Source: an optimization exercise on an open RTL-to-GDS flow (aim: small area, a short achievable clock period and few clock cycles per item). Production flows keep margins and buffers that such runs may drop. Where RTL was checked, it was by simulation tests only, not by an equivalence proof against the original.

==> inputs of trial 4 <==
==> flow/design.v <==
package mmq_pkg;
    localparam logic [1:0] MODE_LEARN  = 2'd0;
    localparam logic [1:0] MODE_ENCODE = 2'd1;
    localparam logic [1:0] MODE_DECODE = 2'd2;
    localparam logic [7:0]  CODE_MAX = 8'd254;
    localparam logic [7:0]  CODE_BAD = 8'd255;
endpackage
import mmq_pkg::*;
module minmax_two_level_quantizer_core (
    input  logic               aclk,
    input  logic               aresetn,
    input  logic               s_valid,
    output logic               s_ready,
    input  logic [1:0]         s_mode,
    input  logic               s_first,
    input  logic signed [31:0] s_sample,
    input  logic [7:0]         s_coarse_in,
    input  logic [7:0]         s_fine_in,
    output logic               m_valid,
    input  logic               m_ready,
    output logic [7:0]         m_coarse_code,
    output logic [7:0]         m_fine_code,
    output logic signed [31:0] m_value,
    output logic               m_error
);
    localparam logic [2:0] ST_IDLE = 3'd0;
    localparam logic [2:0] ST_ENC  = 3'd1;
    localparam logic [2:0] ST_DEC  = 3'd2;
    localparam logic [2:0] ST_DF0  = 3'd3;
    localparam logic [2:0] ST_DFIN = 3'd4;
    localparam logic [19:0] DIV = 20'd65025;
    logic [2:0]         st_reg;
    logic [5:0]         cnt_reg;
    logic               ei_reg;
    logic               ecin_reg;
    logic signed [31:0] lo_reg, hi_reg;
    logic [39:0]        rem_reg;
    logic [31:0]        x_reg;
    logic [15:0]        p_reg;
    logic [17:0]        p3_reg;
    logic               dfst_reg;
    logic [3:0]         vo_reg;
    logic [7:0]         est_reg;
    logic               k_reg;
    logic               fl_reg;
    logic               err_reg;
    logic               mv_reg;
    logic               vsel_reg;
    logic               csel_reg;
    logic [2:0]         st_next;
    logic [5:0]         cnt_next;
    logic               ei_next;
    logic               ecin_next;
    logic signed [31:0] lo_next, hi_next;
    logic [39:0]        rem_next;
    logic [31:0]        x_next;
    logic [15:0]        p_next;
    logic               dfst_next;
    logic [3:0]         vo_next;
    logic [7:0]         est_next;
    logic               k_next;
    logic               fl_next;
    logic               err_next;
    logic               mv_next;
    logic               vsel_next;
    logic               csel_next;
    logic               idle, accept;
    logic               below, above;
    logic [32:0]        off_w;
    logic [15:0]        pair_w;
    assign idle    = (st_reg == ST_IDLE);
    assign s_ready = idle && (!mv_reg || m_ready);
    assign accept  = s_valid && s_ready;
    assign off_w   = {s_sample[31], s_sample} - {lo_reg[31], lo_reg};
    assign below   = off_w[32];
    assign above   = s_sample > hi_reg;
    logic          eq_lo, eq_hi, rz;
    assign eq_lo   = (s_sample == lo_reg);
    assign eq_hi   = (s_sample == hi_reg);
    assign rz      = (hi_reg == lo_reg);
    assign pair_w  = ({s_coarse_in, 8'b0} - {8'b0, s_coarse_in}) + {8'b0, s_fine_in};
    logic        rinv;
    logic [31:0] ra_w, rb_w;
    logic        rcin;
    logic [31:0] rs_w;
    logic [31:0] rq_w;
    assign rinv = (st_reg == ST_DEC) || (st_reg == ST_DF0) || (st_reg == ST_DFIN);
    assign ra_w = rinv ? ~x_reg : hi_reg;
    assign rb_w = (st_reg == ST_DEC || st_reg == ST_DF0) ? {29'd0, k_reg, 2'b00} : lo_reg;
    assign rcin = !((st_reg == ST_DFIN) && fl_reg);
    assign rs_w = ra_w + ~rb_w + {31'd0, rcin};
    assign rq_w = rinv ? ~rs_w : rs_w;
    logic [32:0] ea_w, eb_w;
    logic [33:0] es_w;
    logic        efit;
    logic [31:0] estep_w;
    assign ea_w    = ei_reg ? {1'b0, rem_reg[31:0]} : {rem_reg[31:0], p_reg[7]};
    assign eb_w    = ei_reg ? {9'b0, rem_reg[31:8]} : {1'b0, x_reg};
    assign es_w    = {1'b0, ea_w} + {1'b1, ~eb_w} + {33'b0, ecin_reg};
    assign efit    = !es_w[33];
    assign estep_w = (efit || ei_reg) ? es_w[31:0] : ea_w[31:0];
    logic [19:0] da0, da1, da2, ds1, dk1, dm, ds2, dk2;
    logic [2:0]  dd;
    logic [17:0] p3_w;
    assign p3_w = {1'b0, p_reg, 1'b0} + {2'b0, p_reg};
    always_comb begin
        da0 = {rem_reg[17:0], 2'b00};
        da1 = {rem_reg[37:20], 2'b00};
        da2 = ({20{vo_reg[1]}} & {4'd0, p_reg})
            | ({20{vo_reg[2]}} & {3'd0, p_reg, 1'b0})
            | ({20{vo_reg[3]}} & {2'd0, p3_reg});
        dd  = est_reg[7] ? 3'd0 : est_reg[6:4];
        ds1 = da0 ^ da1 ^ da2;
        dk1 = {(da0[18:0] & da1[18:0]) | (da0[18:0] & da2[18:0]) | (da1[18:0] & da2[18:0]), 1'b0};
        case (dd)
            3'd0: dm = 20'd0;
            3'd1: dm = 20'(-20'd65025);
            3'd2: dm = 20'(-20'd130050);
            3'd3: dm = 20'(-20'd195075);
            3'd4: dm = 20'(-20'd260100);
            3'd5: dm = 20'(-20'd325125);
            3'd6: dm = 20'(-20'd390150);
            default: dm = 20'(-20'd455175);
        endcase
        ds2 = ds1 ^ dk1 ^ dm;
        dk2 = {(ds1[18:0] & dk1[18:0]) | (ds1[18:0] & dm[18:0]) | (dk1[18:0] & dm[18:0]), 1'b0};
    end
    logic [1:0]  dvs_w, dvn_w;
    logic [7:0]  dev_w, dest_w;
    assign dvs_w  = x_reg[29:28] + {1'b0, k_reg && (&x_reg[27:2])};
    function automatic logic [7:0] vtop(input logic [1:0] v, input logic [15:0] p,
                                        input logic [17:0] p3);
        case (v)
            2'd0: vtop = 8'd0;
            2'd1: vtop = {4'd0, p[15:12]};
            2'd2: vtop = {3'd0, p[15:11]};
            default: vtop = {2'd0, p3[17:12]};
        endcase
    endfunction
    assign dest_w = {ds2[17:10]} + {dk2[17:10]} + vtop(dvs_w, p_reg, p3_reg);
    logic [19:0] dr_w;
    logic        dz, dskip8, dskip4;
    assign dr_w   = rem_reg[19:0] + rem_reg[39:20] + 20'(-20'd65025);
    assign dz     = (rem_reg == 40'd0);
    assign dskip8 = dz && !k_reg && (x_reg[31:24] == 8'd0) && (cnt_reg <= 6'd24);
    assign dskip4 = dz && !k_reg && (x_reg[31:28] == 4'd0) && (cnt_reg <= 6'd28);
    always_comb begin
        st_next   = st_reg;
        cnt_next  = cnt_reg;
        ei_next   = 1'b0;
        ecin_next = 1'b1;
        lo_next   = lo_reg;
        hi_next   = hi_reg;
        rem_next  = rem_reg;
        x_next    = x_reg;
        p_next    = p_reg;
        dfst_next = 1'b0;
        vo_next   = vo_reg;
        est_next  = est_reg;
        dvn_w     = 2'd0;
        k_next    = k_reg;
        fl_next   = fl_reg;
        err_next  = err_reg;
        mv_next   = mv_reg && !m_ready;
        vsel_next = vsel_reg;
        csel_next = csel_reg;
        case (st_reg)
            ST_IDLE: begin
                cnt_next  = '0;
                ei_next   = 1'b1;
                ecin_next = (s_sample[7:0] == lo_reg[7:0]);
                rem_next  = s_mode[1] ? 40'd0 : {8'd0, off_w[31:0]};
                dfst_next = 1'b1;
                k_next    = 1'b0;
                fl_next   = 1'b0;
                if (s_ready) begin
                    x_next = rq_w;
                    p_next = s_mode[1] ? pair_w : {CODE_MAX, 8'd0};
                end
                if (accept) begin
                    err_next  = 1'b0;
                    mv_next   = 1'b1;
                    vsel_next = 1'b0;
                    csel_next = 1'b0;
                    case (s_mode)
                        MODE_LEARN: begin
                            if (s_first) begin
                                lo_next = s_sample;
                                hi_next = s_sample;
                            end else begin
                                if (below) lo_next = s_sample;
                                if (above) hi_next = s_sample;
                            end
                        end
                        MODE_ENCODE: begin
                            if (below || above) begin
                                err_next = 1'b1;
                            end else if (eq_hi && !eq_lo) begin
                                csel_next = 1'b1;
                            end else if (!eq_lo) begin
                                mv_next  = 1'b0;
                                st_next  = ST_ENC;
                            end
                        end
                        MODE_DECODE: begin
                            if (s_coarse_in == CODE_BAD) begin
                                err_next = 1'b1;
                            end else begin
                                mv_next  = 1'b0;
                                st_next  = rz ? ST_DFIN : ST_DEC;
                            end
                        end
                        default: begin
                            err_next = 1'b1;
                        end
                    endcase
                end
            end
            ST_ENC: begin
                cnt_next = cnt_reg + 6'd1;
                ei_next  = (cnt_reg == 6'd8);
                if (cnt_reg == 6'd8)
                    ecin_next = efit ? (es_w[7:0] == 8'd0) : (ea_w[7:0] == 8'd0);
                rem_next = {8'd0, estep_w};
                if (ei_reg) begin
                    p_next = {(cnt_reg[3] && p_reg[7:0] == CODE_BAD) ? CODE_MAX : p_reg[7:0],
                              8'(-rem_reg[7:0])};
                end else begin
                    p_next = {p_reg[15:8], p_reg[6:0], efit};
                end
                if (cnt_reg == 6'd17) begin
                    mv_next   = 1'b1;
                    csel_next = 1'b1;
                    st_next   = ST_IDLE;
                end
            end
            ST_DEC: begin
                if (dskip8) begin
                    cnt_next = cnt_reg + 6'd8;
                    x_next   = {x_reg[23:0], 8'b0};
                    dvn_w    = x_reg[23:22];
                end else if (dskip4) begin
                    cnt_next = cnt_reg + 6'd4;
                    x_next   = {x_reg[27:0], 4'b0};
                    dvn_w    = x_reg[27:26];
                end else if (!dfst_reg) begin
                    cnt_next = cnt_reg + 6'd2;
                    rem_next = {dk2, ds2};
                    x_next   = {rq_w[29:0], dd[1:0]};
                    k_next   = dd[2];
                    dvn_w    = dvs_w;
                end else begin
                    dvn_w    = x_reg[31:30];
                end
                vo_next = 4'b0001 << dvn_w;
                if (!dskip8 && !dskip4 && !dfst_reg) est_next = dest_w;
                else est_next = vtop(dvn_w, p_reg, p3_w);
                if (cnt_next == 6'd32) st_next = ST_DF0;
            end
            ST_DF0: begin
                x_next  = rq_w;
                fl_next = !dr_w[19];
                st_next = ST_DFIN;
            end
            default: begin  
                x_next    = rq_w;
                mv_next   = 1'b1;
                vsel_next = 1'b1;
                st_next   = ST_IDLE;
            end
        endcase
    end
    always_ff @(posedge aclk) begin
        if (!aresetn) begin
            st_reg <= ST_IDLE;
            lo_reg <= '0;
            hi_reg <= '0;
            mv_reg <= 1'b0;
        end else begin
            st_reg <= st_next;
            lo_reg <= lo_next;
            hi_reg <= hi_next;
            mv_reg <= mv_next;
        end
        cnt_reg  <= cnt_next;
        ei_reg   <= ei_next;
        ecin_reg <= ecin_next;
        rem_reg  <= rem_next;
        x_reg    <= x_next;
        p_reg    <= p_next;
        p3_reg   <= p3_w;
        dfst_reg <= dfst_next;
        vo_reg   <= vo_next;
        est_reg  <= est_next;
        k_reg    <= k_next;
        fl_reg   <= fl_next;
        err_reg  <= err_next;
        vsel_reg <= vsel_next;
        csel_reg <= csel_next;
    end
    assign m_valid       = mv_reg;
    assign m_coarse_code = p_reg[15:8] & {8{csel_reg}};
    assign m_fine_code   = p_reg[7:0] & {8{csel_reg}};
    assign m_value       = x_reg & {32{vsel_reg}};
    assign m_error       = err_reg;
endmodule
==> flow/run.sh <==
#!/bin/bash
# synth_recipe.tcl (not shown) runs the flow's synth.tcl, then flattens the netlist and writes it again
# the make line also repeats each setting of config.mk as NAME=value (left out here)
make -C /OpenROAD-flow-scripts/flow DESIGN_CONFIG=/design/flow/config.mk WORK_HOME=/design/flow/orfs CLKGATE_MAP_FILE= SYNTH_SCRIPT=/design/flow/synth_recipe.tcl finish
==> flow/config.mk <==
export PLATFORM = sky130hd
export DESIGN_NAME = minmax_two_level_quantizer_core
export DESIGN_NICKNAME = minmax_two_level_quantizer_core
export VERILOG_FILES = /design/flow/design.v
export SDC_FILE = /design/flow/constraint.sdc
export NUM_CORES = 4
export LEC_CHECK = 0
export ABC_AREA = 1
export CAP_MARGIN = 20
export CORE_MARGIN = 2
export CORE_UTILIZATION = 45
export SETUP_SLACK_MARGIN = 4.8
export SLEW_MARGIN = 20
export TNS_END_PERCENT = 100
==> flow/constraint.sdc <==
create_clock -name core_clock -period 8.5 [get_ports {aclk}]
set_input_delay 1.7000 -clock core_clock [delete_from_list [all_inputs] [get_ports {aclk}]]
set_output_delay 1.7000 -clock core_clock [all_outputs]
set_load 0.01 [all_outputs]
==> trial 53 (differences from trial 4) <==
--- a/flow/design.v
+++ b/flow/design.v
@@ -41,4 +41,2 @@
     logic               dfst_reg;
-    logic [3:0]         vo_reg;
-    logic [7:0]         est_reg;
     logic               k_reg;
@@ -58,4 +56,2 @@
     logic               dfst_next;
-    logic [3:0]         vo_next;
-    logic [7:0]         est_next;
     logic               k_next;
@@ -102,5 +98,4 @@
     logic [19:0] da0, da1, da2, ds1, dk1, dm, ds2, dk2;
+    logic [7:0]  de;
     logic [2:0]  dd;
-    logic [17:0] p3_w;
-    assign p3_w = {1'b0, p_reg, 1'b0} + {2'b0, p_reg};
     always_comb begin
@@ -108,6 +103,10 @@
         da1 = {rem_reg[37:20], 2'b00};
-        da2 = ({20{vo_reg[1]}} & {4'd0, p_reg})
-            | ({20{vo_reg[2]}} & {3'd0, p_reg, 1'b0})
-            | ({20{vo_reg[3]}} & {2'd0, p3_reg});
-        dd  = est_reg[7] ? 3'd0 : est_reg[6:4];
+        case (x_reg[31:30])
+            2'd0: da2 = 20'd0;
+            2'd1: da2 = {4'd0, p_reg};
+            2'd2: da2 = {3'd0, p_reg, 1'b0};
+            default: da2 = {2'd0, p3_reg};
+        endcase
+        de  = da0[19:12] + da1[19:12] + da2[19:12];
+        dd  = de[7] ? 3'd0 : de[6:4];
         ds1 = da0 ^ da1 ^ da2;
@@ -127,21 +126,8 @@
     end
-    logic [1:0]  dvs_w, dvn_w;
-    logic [7:0]  dev_w, dest_w;
-    assign dvs_w  = x_reg[29:28] + {1'b0, k_reg && (&x_reg[27:2])};
-    function automatic logic [7:0] vtop(input logic [1:0] v, input logic [15:0] p,
-                                        input logic [17:0] p3);
-        case (v)
-            2'd0: vtop = 8'd0;
-            2'd1: vtop = {4'd0, p[15:12]};
-            2'd2: vtop = {3'd0, p[15:11]};
-            default: vtop = {2'd0, p3[17:12]};
-        endcase
-    endfunction
-    assign dest_w = {ds2[17:10]} + {dk2[17:10]} + vtop(dvs_w, p_reg, p3_reg);
     logic [19:0] dr_w;
     logic        dz, dskip8, dskip4;
-    assign dr_w   = rem_reg[19:0] + rem_reg[39:20] + 20'(-20'd65025);
+    assign dr_w   = rem_reg[19:0] + rem_reg[39:20];
     assign dz     = (rem_reg == 40'd0);
-    assign dskip8 = dz && !k_reg && (x_reg[31:24] == 8'd0) && (cnt_reg <= 6'd24);
-    assign dskip4 = dz && !k_reg && (x_reg[31:28] == 4'd0) && (cnt_reg <= 6'd28);
+    assign dskip8 = dz && (x_reg[31:24] == 8'd0) && (cnt_reg <= 6'd24);
+    assign dskip4 = dz && (x_reg[31:28] == 4'd0) && (cnt_reg <= 6'd28);
     always_comb begin
@@ -157,5 +143,2 @@
         dfst_next = 1'b0;
-        vo_next   = vo_reg;
-        est_next  = est_reg;
-        dvn_w     = 2'd0;
         k_next    = k_reg;
@@ -239,8 +222,8 @@
                     cnt_next = cnt_reg + 6'd8;
-                    x_next   = {x_reg[23:0], 8'b0};
-                    dvn_w    = x_reg[23:22];
+                    x_next   = {rq_w[23:0], 8'b0};
+                    k_next   = 1'b0;
                 end else if (dskip4) begin
                     cnt_next = cnt_reg + 6'd4;
-                    x_next   = {x_reg[27:0], 4'b0};
-                    dvn_w    = x_reg[27:26];
+                    x_next   = {rq_w[27:0], 4'b0};
+                    k_next   = 1'b0;
                 end else if (!dfst_reg) begin
@@ -250,9 +233,3 @@
                     k_next   = dd[2];
-                    dvn_w    = dvs_w;
-                end else begin
-                    dvn_w    = x_reg[31:30];
-                end
-                vo_next = 4'b0001 << dvn_w;
-                if (!dskip8 && !dskip4 && !dfst_reg) est_next = dest_w;
-                else est_next = vtop(dvn_w, p_reg, p3_w);
+                end
                 if (cnt_next == 6'd32) st_next = ST_DF0;
@@ -261,3 +238,3 @@
                 x_next  = rq_w;
-                fl_next = !dr_w[19];
+                fl_next = (dr_w >= DIV);
                 st_next = ST_DFIN;
@@ -290,6 +267,4 @@
         p_reg    <= p_next;
-        p3_reg   <= p3_w;
+        p3_reg   <= {1'b0, p_reg, 1'b0} + {2'b0, p_reg};
         dfst_reg <= dfst_next;
-        vo_reg   <= vo_next;
-        est_reg  <= est_next;
         k_reg    <= k_next;
==> notes <==
Against trial 53, the clock skew of trial 4 is higher by 0.0016 ns. Against trial 53, the sequential share of layout area of trial 4 is higher by 0.73 points. Of trial 4 and trial 53, trial 53 has the higher utilization (gap 1.0 points). Non-clock buffer count: trial 4 is higher than trial 53 (12). Trial 4 completed with no timing, DRC or antenna violations. Trial 53 passed the timing, DRC and antenna checks. In trial 53 the clock-buffer cell count is lower than in trial 4, by 2. In trial 4 the design area is higher than in trial 53, by about 0.3%. Global-route usage: trial 4 is lower than trial 53 (2.0 points).
==> figures <==
item	trial 53	trial 4
Result of the run	timing/DRC/antenna clean	timing/DRC/antenna clean
Number of cell rows	79	80
Core area	46500 sq um	47400 sq um
Maximum clock frequency	217 MHz	264 MHz
Synthesized netlist cell count	3181	3150
Compound-cell area share of the yosys netlist	0.212	0.208
Cell with the biggest individual delay on the critical path	sky130_fd_sc_hd__fa_2	sky130_fd_sc_hd__edfxtp_1
Vias per inst	6.00	5.96
Cell Area, Synth	21100 sq um	21500 sq um
Clock period minus final worst setup slack	4.61 ns	3.79 ns
Footprint of the multi-input gates	15800 sq um	15900 sq um
Via count of the first global-routing pass	22.8k	21.9k
Wire length of the first global-routing pass	141000 um	138000 um
Data arrival at the endpoint of the critical path	4.82 ns	4.05 ns
Testbench counts of trial 4, summed over its fixed seeds: cycles 36,113, items 3,840.
No functional check of the RTL was part of trial 53.

separate check: timing with driven ports:
The flow's constraints put no driver on any port. The routed layouts listed below were extracted and timed again, unchanged, in two steps. Step 1 (the two cells are an assumption about what drives the block):
set clk [get_ports {aclk}]
set_driving_cell -lib_cell sky130_fd_sc_hd__clkbuf_16 $clk
set_driving_cell -lib_cell sky130_fd_sc_hd__buf_2 [delete_from_list [all_inputs] $clk]
Step 2 adds t to the input delays and takes it off the output delays; t is the mean of the earliest and latest rising clock arrival at the registers after step 1. Input paths then give back, and output paths get back, about the clock's delay inside the block. a / b / c = ideal / step 1 / step 2; a / b = the first two.
run	t (ns)	setup slack, ns	worst register clock-pin slew, ns	worst data-port slew with drivers (ns)	pins driven straight from the clock port
trial 4	0.566	4.713 / 4.703 / 4.332	0.08 / 0.08	0.06	1
trial 53	0.537	3.890 / 3.890 / 3.890	0.08 / 0.08	0.04	1
After both steps setup and hold are still met in every run listed. For trial 4, which loses most, drivers alone change the setup slack by -0.010 ns; drivers and shift together by -0.381 ns.
